Context: an optimization exercise on an open-source flow, tuned for a short achievable clock period and few clock cycles per item. The choices shown serve that exercise and are no tape-out recipe.
Only simulation tests tie the RTL to the original design; equivalence was not proved.
Power is estimated from default activity; no workload was simulated.

$ cat flow/flow/run.sh
#!/bin/bash
# Standard ORFS layout with three changes to how cells are chosen:
#  - resizing may swap cells across footprints (MATCH_CELL_FOOTPRINT=0),
#  - port buffers are buf_4 cells (upsizable) instead of delay buffers,
#  - slow high-stack gates (4-input OR/NOR/AND, 2111/41/311 AOI/OAI,
#    3-input OR/NOR) are added to the don't-use list, so ABC maps around them.
# Registers are unchanged: the same RTL, flip-flop mapping and names.
set -euo pipefail
DU=" sky130_fd_sc_hd__probe_p_8 sky130_fd_sc_hd__probec_p_8 sky130_fd_sc_hd__lpflow_bleeder_1 sky130_fd_sc_hd__lpflow_clkbufkapwr_1 sky130_fd_sc_hd__lpflow_clkbufkapwr_16 sky130_fd_sc_hd__lpflow_clkbufkapwr_2 sky130_fd_sc_hd__lpflow_clkbufkapwr_4 sky130_fd_sc_hd__lpflow_clkbufkapwr_8 sky130_fd_sc_hd__lpflow_clkinvkapwr_1 sky130_fd_sc_hd__lpflow_clkinvkapwr_16 sky130_fd_sc_hd__lpflow_clkinvkapwr_2 sky130_fd_sc_hd__lpflow_clkinvkapwr_4 sky130_fd_sc_hd__lpflow_clkinvkapwr_8 sky130_fd_sc_hd__lpflow_decapkapwr_12 sky130_fd_sc_hd__lpflow_decapkapwr_3 sky130_fd_sc_hd__lpflow_decapkapwr_4 sky130_fd_sc_hd__lpflow_decapkapwr_6 sky130_fd_sc_hd__lpflow_decapkapwr_8 sky130_fd_sc_hd__lpflow_inputiso0n_1 sky130_fd_sc_hd__lpflow_inputiso0p_1 sky130_fd_sc_hd__lpflow_inputiso1n_1 sky130_fd_sc_hd__lpflow_inputiso1p_1 sky130_fd_sc_hd__lpflow_inputisolatch_1 sky130_fd_sc_hd__lpflow_isobufsrc_1 sky130_fd_sc_hd__lpflow_isobufsrc_16 sky130_fd_sc_hd__lpflow_isobufsrc_2 sky130_fd_sc_hd__lpflow_isobufsrc_4 sky130_fd_sc_hd__lpflow_isobufsrc_8 sky130_fd_sc_hd__lpflow_isobufsrckapwr_16 sky130_fd_sc_hd__lpflow_lsbuf_lh_hl_isowell_tap_1 sky130_fd_sc_hd__lpflow_lsbuf_lh_hl_isowell_tap_2 sky130_fd_sc_hd__lpflow_lsbuf_lh_hl_isowell_tap_4 sky130_fd_sc_hd__lpflow_lsbuf_lh_isowell_4 sky130_fd_sc_hd__lpflow_lsbuf_lh_isowell_tap_1 sky130_fd_sc_hd__lpflow_lsbuf_lh_isowell_tap_2 sky130_fd_sc_hd__lpflow_lsbuf_lh_isowell_tap_4 sky130_fd_sc_hd__a2111o_1 sky130_fd_sc_hd__a2111o_2 sky130_fd_sc_hd__a2111o_4 sky130_fd_sc_hd__a2111oi_0 sky130_fd_sc_hd__a2111oi_1 sky130_fd_sc_hd__a2111oi_2 sky130_fd_sc_hd__a2111oi_4 sky130_fd_sc_hd__and4_1 sky130_fd_sc_hd__and4_2 sky130_fd_sc_hd__and4_4 sky130_fd_sc_hd__and4b_1 sky130_fd_sc_hd__and4b_2 sky130_fd_sc_hd__and4b_4 sky130_fd_sc_hd__and4bb_1 sky130_fd_sc_hd__and4bb_2 sky130_fd_sc_hd__and4bb_4 sky130_fd_sc_hd__nor4_1 sky130_fd_sc_hd__nor4_2 sky130_fd_sc_hd__nor4_4 sky130_fd_sc_hd__nor4b_1 sky130_fd_sc_hd__nor4b_2 sky130_fd_sc_hd__nor4b_4 sky130_fd_sc_hd__nor4bb_1 sky130_fd_sc_hd__nor4bb_2 sky130_fd_sc_hd__nor4bb_4 sky130_fd_sc_hd__o2111a_1 sky130_fd_sc_hd__o2111a_2 sky130_fd_sc_hd__o2111a_4 sky130_fd_sc_hd__o2111ai_1 sky130_fd_sc_hd__o2111ai_2 sky130_fd_sc_hd__o2111ai_4 sky130_fd_sc_hd__or4_1 sky130_fd_sc_hd__or4_2 sky130_fd_sc_hd__or4_4 sky130_fd_sc_hd__or4b_1 sky130_fd_sc_hd__or4b_2 sky130_fd_sc_hd__or4b_4 sky130_fd_sc_hd__or4bb_1 sky130_fd_sc_hd__or4bb_2 sky130_fd_sc_hd__or4bb_4 sky130_fd_sc_hd__a2bb2o_1 sky130_fd_sc_hd__a2bb2o_2 sky130_fd_sc_hd__a2bb2o_4 sky130_fd_sc_hd__a311o_1 sky130_fd_sc_hd__a311o_2 sky130_fd_sc_hd__a311o_4 sky130_fd_sc_hd__a311oi_1 sky130_fd_sc_hd__a311oi_2 sky130_fd_sc_hd__a311oi_4 sky130_fd_sc_hd__a41o_1 sky130_fd_sc_hd__a41o_2 sky130_fd_sc_hd__a41o_4 sky130_fd_sc_hd__a41oi_1 sky130_fd_sc_hd__a41oi_2 sky130_fd_sc_hd__a41oi_4 sky130_fd_sc_hd__nor3_1 sky130_fd_sc_hd__nor3_2 sky130_fd_sc_hd__nor3_4 sky130_fd_sc_hd__nor3b_1 sky130_fd_sc_hd__nor3b_2 sky130_fd_sc_hd__nor3b_4 sky130_fd_sc_hd__o2bb2a_1 sky130_fd_sc_hd__o2bb2a_2 sky130_fd_sc_hd__o2bb2a_4 sky130_fd_sc_hd__o311a_1 sky130_fd_sc_hd__o311a_2 sky130_fd_sc_hd__o311a_4 sky130_fd_sc_hd__o311ai_0 sky130_fd_sc_hd__o311ai_1 sky130_fd_sc_hd__o311ai_2 sky130_fd_sc_hd__o311ai_4 sky130_fd_sc_hd__o41a_1 sky130_fd_sc_hd__o41a_2 sky130_fd_sc_hd__o41a_4 sky130_fd_sc_hd__o41ai_1 sky130_fd_sc_hd__o41ai_2 sky130_fd_sc_hd__o41ai_4 sky130_fd_sc_hd__or3_1 sky130_fd_sc_hd__or3_2 sky130_fd_sc_hd__or3_4 sky130_fd_sc_hd__or3b_1 sky130_fd_sc_hd__or3b_2 sky130_fd_sc_hd__or3b_4 "
bash standard.sh MATCH_CELL_FOOTPRINT=0 \
  "BUFFER_PORTS_ARGS=-buffer_cell sky130_fd_sc_hd__buf_4" \
  "DONT_USE_CELLS=$DU" \
  finish > orfs_make.log 2>&1
$ cat flow/config.mk
export PLATFORM = sky130hd
export DESIGN_NAME = cpu_multiciclo
export DESIGN_NICKNAME = cpu_multiciclo
export VERILOG_FILES = /design/flow/design.v
export SDC_FILE = /design/flow/constraint.sdc
export NUM_CORES = 4
export LEC_CHECK = 0
export CAP_MARGIN = 20
export CORE_MARGIN = 2
export CORE_UTILIZATION = 35
export SETUP_SLACK_MARGIN = 3.2
export SLEW_MARGIN = 20
$ cat flow/design.v
module cpu_multiciclo #(
    parameter int DATA_W    = 32,
    parameter int ADDR_W    = 10,
    parameter int REG_COUNT = 32
) (
    input  logic              clock,
    input  logic              reset,
    output logic [ADDR_W-1:0] imem_addr,
    input  logic [31:0]       imem_data,
    output logic [ADDR_W-1:0] dmem_addr,
    output logic [DATA_W-1:0] dmem_wdata,
    output logic              dmem_we,
    input  logic [DATA_W-1:0] dmem_rdata,
    input  logic [DATA_W-1:0] in_data,
    input  logic              in_valid,
    output logic              in_ready,
    output logic [DATA_W-1:0] out_data,
    output logic [1:0]        out_sel,
    output logic              out_valid,
    output logic              halted
);
    localparam logic [4:0] OP_ADD  = 5'd1;
    localparam logic [4:0] OP_SUB  = 5'd2;
    localparam logic [4:0] OP_AND  = 5'd3;
    localparam logic [4:0] OP_OR   = 5'd4;
    localparam logic [4:0] OP_SLT  = 5'd5;
    localparam logic [4:0] OP_ADDI = 5'd6;
    localparam logic [4:0] OP_LI   = 5'd7;
    localparam logic [4:0] OP_LW   = 5'd8;
    localparam logic [4:0] OP_SW   = 5'd9;
    localparam logic [4:0] OP_BEQ  = 5'd10;
    localparam logic [4:0] OP_JMP  = 5'd11;
    localparam logic [4:0] OP_JR   = 5'd12;
    localparam logic [4:0] OP_IN   = 5'd13;
    localparam logic [4:0] OP_OUT  = 5'd14;
    localparam logic [4:0] OP_HALT = 5'd15;
    logic [ADDR_W-1:0] pc_q;
    logic              f_pred_q;
    logic              replay_q;     
    logic [ADDR_W-1:0] replay_pc_q;
    logic              fetch_v_q;    
    logic [ADDR_W-1:0] d_pc_q;       
    logic              btb_v_q;
    logic [ADDR_W-1:0] btb_pc_q, btb_tgt_q;
    logic              halted_q;
    logic              e_valid_q;
    logic              e_sum_q, e_and_q, e_or_q, e_slt_q, e_in_q;
    logic              e_lw_q, e_sw_q, e_beq_q, e_jr_q, e_out_q, e_li_q;
    logic              e_we_q, e_late_q, e_zadd_q;
    logic [4:0]        e_rd_q;
    logic              in_ready_q;
    logic [DATA_W-1:0] e_a_q, e_b_q, e_c_q;
    logic              e_fc_q, e_cin_q;
    logic [ADDR_W-1:0] e_tgt_q;
    logic [1:0]        e_sel_q;
    logic              m_we_q;       
    logic              m_ld_q;       
    logic              m_slt_q;
    logic [4:0]        m_rd_q;
    logic [DATA_W-1:0] m_res_q;
    logic              m_a31_q, m_b31_q;
    logic [ADDR_W-1:0] dmem_addr_q;
    logic [DATA_W-1:0] dmem_wdata_q;
    logic              dmem_we_q;
    logic [31:0]       m_wsel_q, m_lsel_q, w_wsel_q, e_rd_oh;
    for (genvar gi = 0; gi < 32; gi++) begin : g_oh
        assign e_rd_oh[gi] = (e_rd_q == 5'(gi));
    end
    logic              w_we_q;
    logic [4:0]        w_rd_q;
    logic [DATA_W-1:0] out_data_q;
    logic [1:0]        out_sel_q;
    logic              out_valid_q;
    logic [DATA_W-1:0] m_val;
    assign m_val = m_slt_q ? DATA_W'((m_a31_q ^ m_b31_q) ? m_a31_q : m_res_q[DATA_W-1])
                           : m_res_q;
    logic [DATA_W-1:0] reg_rd [32];
    for (genvar gi = 0; gi < 32; gi++) begin : g_reg
        if (gi == 0 || gi >= REG_COUNT) begin : g_zero
            assign reg_rd[gi] = '0;
        end else begin : g_live
            logic [DATA_W-1:0] r_q;
            always_ff @(posedge clock or posedge reset) begin
                if (reset) begin
                    r_q <= '0;
                end else if (m_wsel_q[gi]) begin
                    r_q <= m_val;
                end else if (w_wsel_q[gi]) begin
                    r_q <= dmem_rdata;
                end
            end
            assign reg_rd[gi] = r_q;
        end
    end
    logic [DATA_W-1:0] sum, lres, res, m_res_d;
    logic              redir_e, e_stall;
    logic [ADDR_W-1:0] tgt_e;
    logic [DATA_W:0] sum_x;
    assign sum_x = {e_a_q, e_cin_q} + {e_b_q, e_cin_q};
    assign sum   = sum_x[DATA_W:1];
    assign lres  = ({DATA_W{e_and_q}} & (e_a_q & e_b_q)) |
                   ({DATA_W{e_or_q}}  & (e_a_q | e_b_q));
    assign res   = ({DATA_W{e_sum_q}} & sum) | lres;
    assign m_res_d = e_in_q ? in_data : res;
    logic [DATA_W-1:0] ec;
    assign ec      = e_fc_q ? m_res_q : e_c_q;
    assign redir_e = e_valid_q & ((e_beq_q & (e_a_q == ec)) | e_jr_q);
    assign tgt_e   = e_jr_q ? e_a_q[ADDR_W-1:0] : e_tgt_q;
    assign e_stall = in_ready_q & ~in_valid;
    logic [31:0]       d_ir;
    logic              d_valid;
    logic [4:0]        d_op, d_rd, d_rs1, d_rs2, d_rsb;
    logic [DATA_W-1:0] d_sext;
    logic [ADDR_W-1:0] d_tgt, d_next;
    logic              d_jmp, d_alu_r, d_addi, d_li, d_lw, d_sw, d_beq, d_jr;
    logic              d_sub, d_and, d_or, d_slt, d_in, d_out, d_halt;
    logic              d_use1, d_use2, d_usec, d_wr, d_late, d_jr_li;
    logic              e_fwd_ok, e_late_ok;
    logic              m1, m2, mc, h1, h2, hc;
    logic              wait_d, d_hold, d_redir;
    assign d_ir    = imem_data;
    assign d_valid = fetch_v_q;
    assign d_op    = d_ir[31:27];
    assign d_rd    = d_ir[26:22];
    assign d_rs1   = d_ir[21:17];
    assign d_rs2   = d_ir[16:12];
    assign d_sext  = DATA_W'($signed(d_ir[15:0]));
    assign d_rsb   = d_ir[30] ? d_rd : d_rs2;
    assign d_tgt   = d_ir[ADDR_W-1:0];
    assign d_and   = (d_op == OP_AND);
    assign d_or    = (d_op == OP_OR);
    assign d_slt   = (d_op == OP_SLT);
    assign d_alu_r = (d_op == OP_ADD) | (d_op == OP_SUB) | d_and | d_or | d_slt;
    assign d_sub   = (d_op == OP_SUB) | d_slt;
    assign d_addi  = (d_op == OP_ADDI);
    assign d_li    = (d_op == OP_LI);
    assign d_lw    = (d_op == OP_LW);
    assign d_sw    = (d_op == OP_SW);
    assign d_beq   = (d_op == OP_BEQ) & (d_rd != d_rs1);
    assign d_jmp   = (d_op == OP_JMP) | ((d_op == OP_BEQ) & (d_rd == d_rs1));
    assign d_jr    = (d_op == OP_JR);
    assign d_in    = (d_op == OP_IN);
    assign d_out   = (d_op == OP_OUT);
    assign d_halt  = (d_op == OP_HALT);
    assign d_use1  = d_alu_r | d_addi | d_lw | d_sw | d_beq | d_jr;
    assign d_use2  = d_alu_r;
    assign d_usec  = d_sw | d_beq | d_out;
    assign d_wr    = (d_alu_r | d_addi | d_li | d_lw | d_in) & (d_rd != 5'd0);
    assign d_late  = d_lw | d_in | d_slt;
    assign e_fwd_ok  = e_valid_q & e_we_q;
    assign e_late_ok = e_valid_q & e_late_q;
    assign m1 = e_fwd_ok & (d_rs1 == e_rd_q);
    assign m2 = e_fwd_ok & (d_rsb == e_rd_q);
    assign mc = m2;
    assign h1 = (e_late_ok & (d_rs1 == e_rd_q)) | (m_ld_q & (d_rs1 == m_rd_q));
    assign h2 = (e_late_ok & (d_rsb == e_rd_q)) | (m_ld_q & (d_rsb == m_rd_q));
    assign hc = h2;
    assign wait_d  = (d_use1 & h1) | (d_use2 & h2) | (d_usec & hc);
    assign d_hold  = d_valid & (e_stall | wait_d);
    assign d_jr_li = d_jr & m1 & e_li_q;
    logic              beq_z, zero_e, d_jmp_ok, btb_set, btb_clr;
    logic [DATA_W-1:0] zp;
    assign zp     = e_a_q ^ e_b_q;
    assign zero_e = (zp == {e_a_q[DATA_W-2:0] | e_b_q[DATA_W-2:0], 1'b0});
    assign beq_z  = d_beq & e_valid_q & e_zadd_q & ~f_pred_q &
                    (((d_rd == 5'd0) & (d_rs1 == e_rd_q)) | ((d_rs1 == 5'd0) & (d_rd == e_rd_q)));
    always_comb begin
        if (d_jr_li)              d_next = e_b_q[ADDR_W-1:0];
        else if (d_jmp | beq_z)   d_next = d_tgt;
        else                      d_next = d_pc_q + ADDR_W'(1);
    end
    assign d_jmp_ok = f_pred_q & (pc_q == d_tgt);
    assign btb_set  = d_valid & d_jmp & ~d_jmp_ok;
    assign btb_clr  = d_valid & f_pred_q & ~d_jmp;
    assign d_redir  = btb_set | btb_clr | (d_valid & d_jr_li) | (d_valid & beq_z & zero_e);
    logic [DATA_W-1:0] rv1, rv2, rvc;
    logic              bm1, bw1, bm2, bw2;
    logic [DATA_W-1:0] bv1, bv2;
    assign bm1 = m_we_q & (d_rs1 == m_rd_q);
    assign bw1 = w_we_q & (d_rs1 == w_rd_q);
    assign bm2 = m_we_q & (d_rsb == m_rd_q);
    assign bw2 = w_we_q & (d_rsb == w_rd_q);
    assign bv1 = bm1 ? m_val : dmem_rdata;
    assign bv2 = bm2 ? m_val : dmem_rdata;
    assign rv1 = (bm1 | bw1) ? bv1 : reg_rd[d_rs1];
    assign rv2 = (bm2 | bw2) ? bv2 : reg_rd[d_rsb];
    assign rvc = rv2;
    logic              d_imm, fa_sum, fb_sum, fc_sum;
    logic [DATA_W-1:0] a_early, b_early, c_early, a_d, b_d, c_d;
    assign d_imm  = d_addi | d_li | d_lw | d_sw;
    assign fa_sum = m1 & ~d_li & e_sum_q;
    assign fb_sum = m2 & d_use2 & e_sum_q;
    assign fc_sum = mc & e_sum_q;
    always_comb begin
        if (d_li)             a_early = '0;
        else if (m1)          a_early = lres;
        else                  a_early = rv1;
        if (d_imm)            b_early = d_sext;
        else if (m2)          b_early = d_sub ? ~lres : lres;
        else                  b_early = d_sub ? ~rv2 : rv2;
        if (mc)               c_early = lres;
        else                  c_early = rvc;
    end
    assign a_d = fa_sum ? sum : a_early;
    assign b_d = fb_sum ? (d_sub ? ~sum : sum) : b_early;
    assign c_d = c_early;
    logic              btb_hit;
    logic [ADDR_W-1:0] pc_d;
    logic              f_pred_d;
    assign btb_hit = btb_v_q & (btb_pc_q == pc_q);
    logic [ADDR_W-1:0] seq_next;
    assign seq_next = btb_hit ? btb_tgt_q : pc_q + ADDR_W'(1);
    always_comb begin
        if (redir_e)      pc_d = tgt_e;
        else if (replay_q) pc_d = replay_pc_q;
        else if (d_redir) pc_d = d_next;
        else              pc_d = seq_next;
        f_pred_d = ~redir_e & ~replay_q & ~d_redir & btb_hit;
    end
    logic e_take;
    assign e_take = d_valid & ~d_hold & ~redir_e & ~halted_q;
    always_ff @(posedge clock or posedge reset) begin
        if (reset) begin
            pc_q        <= '0;
            f_pred_q    <= 1'b0;
            replay_q    <= 1'b0;
            fetch_v_q   <= 1'b0;
            btb_v_q     <= 1'b0;
            halted_q    <= 1'b0;
            e_valid_q   <= 1'b0;
            in_ready_q  <= 1'b0;
            m_we_q      <= 1'b0;
            m_ld_q      <= 1'b0;
            m_wsel_q    <= '0;
            m_lsel_q    <= '0;
            w_wsel_q    <= '0;
            dmem_we_q   <= 1'b0;
            w_we_q      <= 1'b0;
            out_valid_q <= 1'b0;
        end else begin
            pc_q      <= pc_d;
            f_pred_q  <= f_pred_d;
            fetch_v_q <= ~d_hold & ~replay_q & ~redir_e & ~d_redir & ~halted_q;
            replay_q  <= d_hold & ~redir_e & ~halted_q;
            if (btb_set) btb_v_q <= 1'b1;
            else if (btb_clr) btb_v_q <= 1'b0;
            if (!e_stall) begin
                e_valid_q  <= e_take;
                in_ready_q <= e_take & d_in;
                if (e_take & d_halt) halted_q <= 1'b1;
            end
            m_we_q      <= e_valid_q & e_we_q & ~e_lw_q & ~e_stall;
            m_ld_q      <= e_valid_q & e_we_q & e_lw_q;
            dmem_we_q   <= e_valid_q & e_sw_q;
            w_we_q      <= m_ld_q;
            m_wsel_q    <= (e_valid_q & e_we_q & ~e_lw_q & ~e_stall) ? e_rd_oh : '0;
            m_lsel_q    <= (e_valid_q & e_we_q & e_lw_q) ? e_rd_oh : '0;
            w_wsel_q    <= m_lsel_q;
            out_valid_q <= e_valid_q & e_out_q;
        end
    end
    always_ff @(posedge clock) begin
        d_pc_q <= pc_q;
        if (d_hold) replay_pc_q <= d_pc_q;
        if (btb_set) begin
            btb_pc_q  <= d_pc_q;
            btb_tgt_q <= d_tgt;
        end
        if (!e_stall) begin
            e_sum_q  <= d_alu_r & ~d_and & ~d_or | d_addi | d_li;
            e_and_q  <= d_and;
            e_or_q   <= d_or;
            e_slt_q  <= d_slt;
            e_in_q   <= d_in;
            e_lw_q   <= d_lw;
            e_sw_q   <= d_sw;
            e_beq_q  <= d_beq & ~beq_z;
            e_jr_q   <= d_jr & ~d_jr_li;
            e_out_q  <= d_out;
            e_li_q   <= d_li;
            e_we_q   <= d_wr;
            e_late_q <= d_wr & d_late;
            e_zadd_q <= d_wr & ((d_op == OP_ADD) | d_addi | d_li);
            e_rd_q   <= d_rd;
        end
        e_a_q   <= a_d;
        e_b_q   <= b_d;
        e_c_q   <= c_d;
        e_fc_q  <= fc_sum;
        e_cin_q <= d_sub;
        e_tgt_q <= d_tgt;
        e_sel_q <= d_ir[21:20];
        m_slt_q      <= e_slt_q;
        m_rd_q       <= e_rd_q;
        m_res_q      <= m_res_d;
        m_a31_q      <= e_a_q[DATA_W-1];
        m_b31_q      <= ~e_b_q[DATA_W-1];
        dmem_addr_q  <= sum[ADDR_W-1:0];
        dmem_wdata_q <= ec;
        w_rd_q       <= m_rd_q;
        if (e_valid_q & e_out_q) begin
            out_data_q <= ec;
            out_sel_q  <= e_sel_q;
        end
    end
    assign imem_addr  = pc_q;
    assign dmem_addr  = dmem_addr_q;
    assign dmem_wdata = dmem_wdata_q;
    assign dmem_we    = dmem_we_q;
    assign in_ready   = in_ready_q;
    assign halted     = halted_q;
    assign out_data   = out_data_q;
    assign out_sel    = out_sel_q;
    assign out_valid  = out_valid_q;
endmodule
$ cat flow/constraint.sdc
create_clock -name core_clock -period 6.0 [get_ports {clock}]
set_input_delay 1.2000 -clock core_clock [delete_from_list [all_inputs] [get_ports {clock}]]
set_output_delay 1.2000 -clock core_clock [all_outputs]
set_load 0.01 [all_outputs]
$ cat flow/standard.sh
#!/bin/bash
# synth_recipe.tcl (not shown) runs the flow's synth.tcl, then flattens the netlist and writes it again
# the make line also repeats each setting of config.mk as NAME=value (left out here)
make -C /OpenROAD-flow-scripts/flow DESIGN_CONFIG=/design/flow/config.mk WORK_HOME=/design/flow/orfs CLKGATE_MAP_FILE= SYNTH_SCRIPT=/design/flow/synth_recipe.tcl "${@:-finish}"
==> metrics.csv, run 1 <==
metric,value,unit
setup violators final,0,
Final #Nets,8658,
Tmin final,3.35,ns
Fmax,0.299,GHz
Port Buffers,188,
Die Area,225000,um^2
crit start category,primary input,
Synth Net Count,8423,
Yosys reg bits,1397,
Power Density,286,nW/um^2
vias in the first global route,73647,
Clock transition at path regs,0.07,ns
clock buffer count from CTS,160,
GR Overflow Total,0,
gr usage total,43.2,%
Skew-Pair Late Insertion Delay,0.90,ns
maximum VDD drop,0.000346,V
syn_area_per_cell,9.38,um^2
DP HPWL,300,mm
total chip power,27.9,mW
hold crit path type,reg -> reg,
initial DRC count,16407,
Post-synth top cells,"nand2_1, dfrtp_1, o21ai_0, mux2i_1, clkbuf_1",
critical path cell sequence,buf_16 > clkinvlp_4 > buf_12 > a32o_2 > and2_4 > a221o_1 > a221oi_2 > nand4b_1 > o31ai_4 > mux2i_1 > a32oi_1,
register area,34700,um^2
WS Path Type,in -> reg,
"EDFF count, synth",83,
Root Driver,clkbuf_16,
DRT Wirelength,508,mm
Fin Setup TNS,0,ns
buffer depth of the longest clock path,3,
Crit-path slowest cell,o31ai_4,
fillers,20526,
Initial Util,35.2,%
Slew headroom,16.2,%
crit path max fanout,6,
layout cells sized above 1,23.4,%
smallest setup slack after layout,2.65,ns
global-route wire length before repair,663,mm
core box area,220000,um^2
synth warn,2,
RR Startpoint,m_slt_q,
Pre-antenna DRT Iters,14,
Yosys top cell area share,35.8,%
RSZ-0062 raised after global routing,true,
synth top area cells,"dfrtp_1, mux2i_1, o21ai_0, nand2_1, dfxtp_1",
Lkg Pwr,32.9,nW
Post-synth top flop,dfrtp_1,
Fin. Hold Viols,0,
CTS tree,built,
period utilization,55.8,%
H-tree Lvls,4,
num rows,172,
CP Data Required Time,6.77,ns
Chip Height,474,um
sequential fraction of the synthesis area,44.3,%
Yosys cell types,80,
worst slack at placement,0.635,ns
initial antenna violation count,46,
ys async rst share,79.2,%
most numerous cell in the Yosys netlist,nand2_1,
hold_sp,m_lsel_q[21],
Multi-input gate area,43100,um^2
final slew viol count,0,
Synth-to-Final Area Change,26.2,%
CP max stage delay,0.54,ns
IO Count,189,
Horiz. Die Dim,474,um
Vias per Instance,7.07,
Yosys top cell by area,dfrtp_1,
WL/cell,43.8,um
Setup crit start,imem_data[22],
Final ANT Viol Nets,0,
DRC,0,
Synth Cell Area,77400,um^2
CTS Sinks,1397,
CP arrival,4.11,ns
status,no timing/DRC/antenna violations,
Mapped Cells,8257,
Setup Skew,0.0550,ns
gpl congestion,1.07,
actual slew at the worst max-slew pin,1.26,ns
Max Cap Violations,0,
largest net degree at the start of global routing,161,
Vias,82073,
CP Capture Type,register,
[cell type report]
class	instances	share of cell area (%)
Timing Repair Buffer	1000	10.6
Sequential cell	1397	35.5
Inverter	110	0.449
Antenna cell	28	0.0717
Clock inverter	60	0.803
Multi-Input combinational cell	5823	44.1
Clock buffer	233	4.75
Tap cell	2958	3.79
[sequential cells by signal (all words and copies together), names as in the netlist, 10 cells and up]
name / count
g.g_live.r_q: 992
dmem_wdata_q: 32
e_a_q: 32
e_b_q: 32
e_c_q: 32
m_res_q: 32
out_data_q: 32
m_lsel_q: 31
m_wsel_q: 31
w_wsel_q: 31
btb_pc_q: 10
btb_tgt_q: 10
d_pc_q: 10
dmem_addr_q: 10
e_tgt_q: 10
pc_q: 10
replay_pc_q: 10
[through the flow]
step,util (%),hold WS [ns],area [um^2],instances
5_1_grt,44.5,0.348,97700,11592
3_3_place_gp,37.2,0.332,81800,10735
4_1_cts,42.5,0.345,93400,11367
6_report,44.5,0.345,97700,11609
3_5_place_dp,37.3,0.335,81900,10736
2_1_floorplan,-,0.323,77600,8257
[path summary, 6_finish.rpt]
check	slack (ns)	cells past startpoint	end
min in group asynchronous	1.01	3	g_reg[23].g_live.r_q[6]
setup reg to reg	2.87	8	e_b_q[26]
setup / recovery	2.65	11	e_b_q[19]
hold / removal	0.35	0	w_wsel_q[21]
hold reg to reg	0.35	0	w_wsel_q[21]
max in group asynchronous	3.87	3	g_reg[13].g_live.r_q[22]
[repair_timing]
item | 4_1_cts | 5_1_grt
gates cloned | 31 | 14
pin swaps | 161 | 295
buffers inserted | 307 | 200
setup endpoints to repair | 154 | 104
resized for setup | 600 | 460
hold buffers | 0 | 0
[power by group]
| part | total, mW | leakage, nW | internal (mW) | switching [mW] |
|---|---|---|---|---|
| clock | 10.5 | 2.65 | 5.89 | 4.56 |
| combinational | 7.15 | 17.6 | 2.69 | 4.46 |
| sequential | 10.3 | 12.6 | 9.89 | 0.416 |
[cell usage in the layout (no fill, tap or decap), types with 56 or more instances in the layout]
cell	synthesis	final
a221oi_1	196	111
a222oi_1	73	73
o21ai_0	1061	1046
nor2_1	225	175
inv_1	109	97
dfrtp_4	0	56
a22o_1	170	169
edfxtp_1	83	83
buf_12	0	140
mux2i_1	1035	1032
dfxtp_1	207	174
a21oi_1	86	65
nand2_1	1180	1155
xnor2_1	123	101
clkbuf_16	0	176
nand3_1	105	83
a221oi_2	3	85
and3_1	94	80
a22oi_1	491	464
buf_6	7	107
buf_4	20	703
dfrtp_1	1107	1034
nand4_1	202	202
[critical path, delay by kind of cell]
kind                   cells  cell delay [ns]
AOI/OAI and AO/OA          5             1.49
and+or+nand+nor            2             0.75
buffers and inverters      3             0.41
muxes                      1             0.23
[cells by family after synthesis]
kind of cell	synth area share [%]
compound gates	21.3
xor+xnor	2.14
fa+ha+maj	1.09
buf+inv	5.48
flops	44.3
mux	14.1
simple gates	11.6
[per-layer routing]
layer | global-route usage (%) | part of all wire [%] | up-vias
met1 | 50.3 | 34 | 39781
met5 | 2.44 | 0.23 | -
li1 | - | - | 30627
met3 | 23.3 | 17 | 3048
met4 | 36.0 | 11 | 51
met2 | 57.2 | 37 | 8566
Testbench counts, summed over its fixed seeds: cycles 45,400, instrs 40,944.
==> inputs of run 2 (changes only) <==
--- a/flow/config.mk
+++ b/flow/config.mk
@@ -7,6 +7,7 @@
 export LEC_CHECK = 0
 export CAP_MARGIN = 20
 export CORE_MARGIN = 2
-export CORE_UTILIZATION = 35
-export SETUP_SLACK_MARGIN = 3.2
+export CORE_UTILIZATION = 38
+export SETUP_SLACK_MARGIN = 3.0
 export SLEW_MARGIN = 20
+export TNS_END_PERCENT = 20
==> metrics.csv, run 2 <==
metric,value,unit
setup violators final,0,
Skew-Pair Late Insertion Delay,0.90,ns
largest net degree at the start of global routing,170,
gpl congestion,1.06,
CP Capture Type,register,
vias in the first global route,72584,
Synth Net Count,8423,
Power Density,291,nW/um^2
Largest register FFs,992,
Fmax,0.289,GHz
Horiz. Die Dim,455,um
Lkg Pwr,30.5,nW
fillers,19036,
IO Count,189,
WL/cell,44.3,um
hold crit path type,reg -> reg,
crit path max fanout,7,
Post-synth top flop,dfrtp_1,
Slew headroom,14.4,%
Crit-path slowest cell,nand4b_1,
Vias per Instance,7.16,
initial DRC count,16205,
Vias,78894,
Max Cap Violations,0,
CP arrival,4.18,ns
Setup Skew,0.0590,ns
hold_ws,0.344,ns
critical path cell sequence,clkbuf_16 > nor2_4 > a32o_2 > buf_12 > and2_4 > a221o_1 > a221oi_2 > nand4b_1 > o31ai_2 > buf_4 > mux2i_1 > a32oi_1,
Chip Height,455,um
WS Path Type,in -> reg,
period utilization,57.7,%
global-route wire length before repair,648,mm
RSZ-0062 raised after global routing,true,
Yosys cell types,80,
Top delay family on crit path,compound AO/OA/AOI/OAI gates,
synth top area cells,"dfrtp_1, mux2i_1, o21ai_0, nand2_1, dfxtp_1",
Yosys reg bits,1397,
layout cells sized above 1,17.4,%
DP HPWL,300,mm
CP max stage delay,0.61,ns
Final ANT Viol Nets,0,
status,no timing/DRC/antenna violations,
initial antenna violation count,42,
"EDFF count, synth",83,
GR Overflow Total,0,
actual slew at the worst max-slew pin,1.28,ns
Post-synth top cells,"nand2_1, dfrtp_1, o21ai_0, mux2i_1, clkbuf_1",
Synth-to-Final Area Change,18.0,%
DRT Wirelength,489,mm
CP Data Required Time,6.72,ns
Die Area,207000,um^2
CTS Sinks,1397,
clock buffer count from CTS,158,
final slew viol count,0,
Tmin final,3.46,ns
H-tree Lvls,4,
buffer depth of the longest clock path,3,
crit start category,primary input,
Initial Util,38.3,%
cell area after layout,91400,um^2
Root Driver,clkbuf_16,
"commonest non-fill, non-tap cell in the layout",nand2_1,
Fin Setup TNS,0,ns
gr usage total,45.3,%
Yosys top cell area share,35.8,%
Clock transition at path regs,0.07,ns
ys async rst share,79.2,%
Yosys top cell by area,dfrtp_1,
register area,34600,um^2
CTS tree,built,
sequential fraction of the synthesis area,44.3,%
Largest Register,g.g_live.r_q,
synth warn,2,
Final #Nets,8359,
Post-DP Area,81600,um^2
Synth Cell Area,77400,um^2
Buffers & Inverters on Critical Path,3,
Fin. Hold Viols,0,
core box area,202000,um^2
Port Buffers,188,
most frequent cells in the layout,"nand2_1, o21ai_0, dfrtp_1",
Multi-input gate area,40900,um^2
Pre-antenna DRT Iters,15,
most numerous cell in the Yosys netlist,nand2_1,
Mapped Cells,8257,
maximum VDD drop,0.000252,V
syn_area_per_cell,9.38,um^2
DRC,0,
total chip power,26.6,mW
num rows,165,
## run 2: cell counts after synthesis
No cell type changed its count.
## run 2: timing repair
action | in CTS | in global routing
pin swaps | 93 | 62
resized for setup | 336 | 129
hold buffers | 0 | 0
setup buffers | 156 | 76
hold endpoints to repair | 0 | 0
setup endpoints to repair | 142 | 96
gates cloned | 14 | 2
## run 2: path summary, 6_finish.rpt
kind	from	end	slack, ns	cells past startpoint
max	imem_data[30]	e_b_q[19]	2.54	12
min	m_lsel_q[6]	w_wsel_q[6]	0.34	0
max reg2reg	e_a_q[30]	pc_q[0]	2.79	11
min reg2reg	m_lsel_q[6]	w_wsel_q[6]	0.34	0
max in group asynchronous	reset	w_wsel_q[12]	3.83	3
min in group asynchronous	reset	g_reg[24].g_live.r_q[31]	0.55	2
## run 2: report_power, final
group / internal [mW] / switching [mW]
logic: 2.11 / 4.05
registers: 9.88 / 0.351
clock network: 5.69 / 4.50
total: 17.7 / 8.90
## run 2: kinds of logic (layout without fill, tap and decap cells)
family	count (synthesis)	in the layout	synth area share, %
mux	1083	1083	14.1
simple gates	1995	2001	11.6
fa+ha+maj	67	67	1.09
flops	1397	1397	44.3
other cells	0	28	0
buf+inv	1064	1116	5.48
xor+xnor	189	189	2.14
compound gates	2462	2465	21.3
## run 2: cell type report
cell class                 instances  area share [%]
clock buffer                     213            4.91
multi-input combinational       5805            44.8
clock inverter                    72           0.894
sequential                      1397            37.8
antenna                           28          0.0767
tap                             2672            3.66
timing repair buffer             721            7.38
inverter                         110           0.456
## run 2: layer usage
| metal | track usage (%) | vias to the layer above | wire [um] |
|---|---|---|---|
| li1 | - | 30041 | - |
| met1 | 52.6 | 38359 | 167000 |
| met2 | 61.9 | 7898 | 190000 |
| met3 | 22.9 | 2566 | 78300 |
| met4 | 37.5 | 30 | 52900 |
| met5 | 0.390 | - | 586 |
## run 2: per-stage QoR
step	instances	utilization [%]	setup slack, ns
floorplan	8257	-	-10.47
global placement	10455	40.3	0.742
detailed placement	10457	40.3	0.733
CTS	10912	44.5	2.83
global route	11001	45.1	2.63
finish	11018	45.2	2.54

separate check: timing with driven ports:
Ports are ideal in the flow. The routed layouts listed here were re-timed in OpenROAD.
Step 1, drivers: a clkbuf_16 drives clock and a buf_2 each remaining input, both assumed.
Step 2 times the ports against the registers' clock, not the clock port: input delays grow and output delays shrink by t, the midpoint of the rising clock arrivals with the driver on.
Slacks: ideal ports / drivers / drivers and shift; pairs: ideal ports / drivers.
| run | t, ns | setup WS [ns] | worst hold slack (ns) |
|---|---|---|---|
| run 1 | 0.967 | 2.654 / 2.377 / 1.410 | 0.345 / 0.345 / 0.345 |
| run 2 | 0.961 | 2.539 / 2.174 / 1.213 | 0.344 / 0.344 / 0.344 |
After both steps setup and hold are still met in every run listed. The setup slack of run 2, which loses most, moves by -0.365 ns with the drivers and by -1.326 ns with both steps.
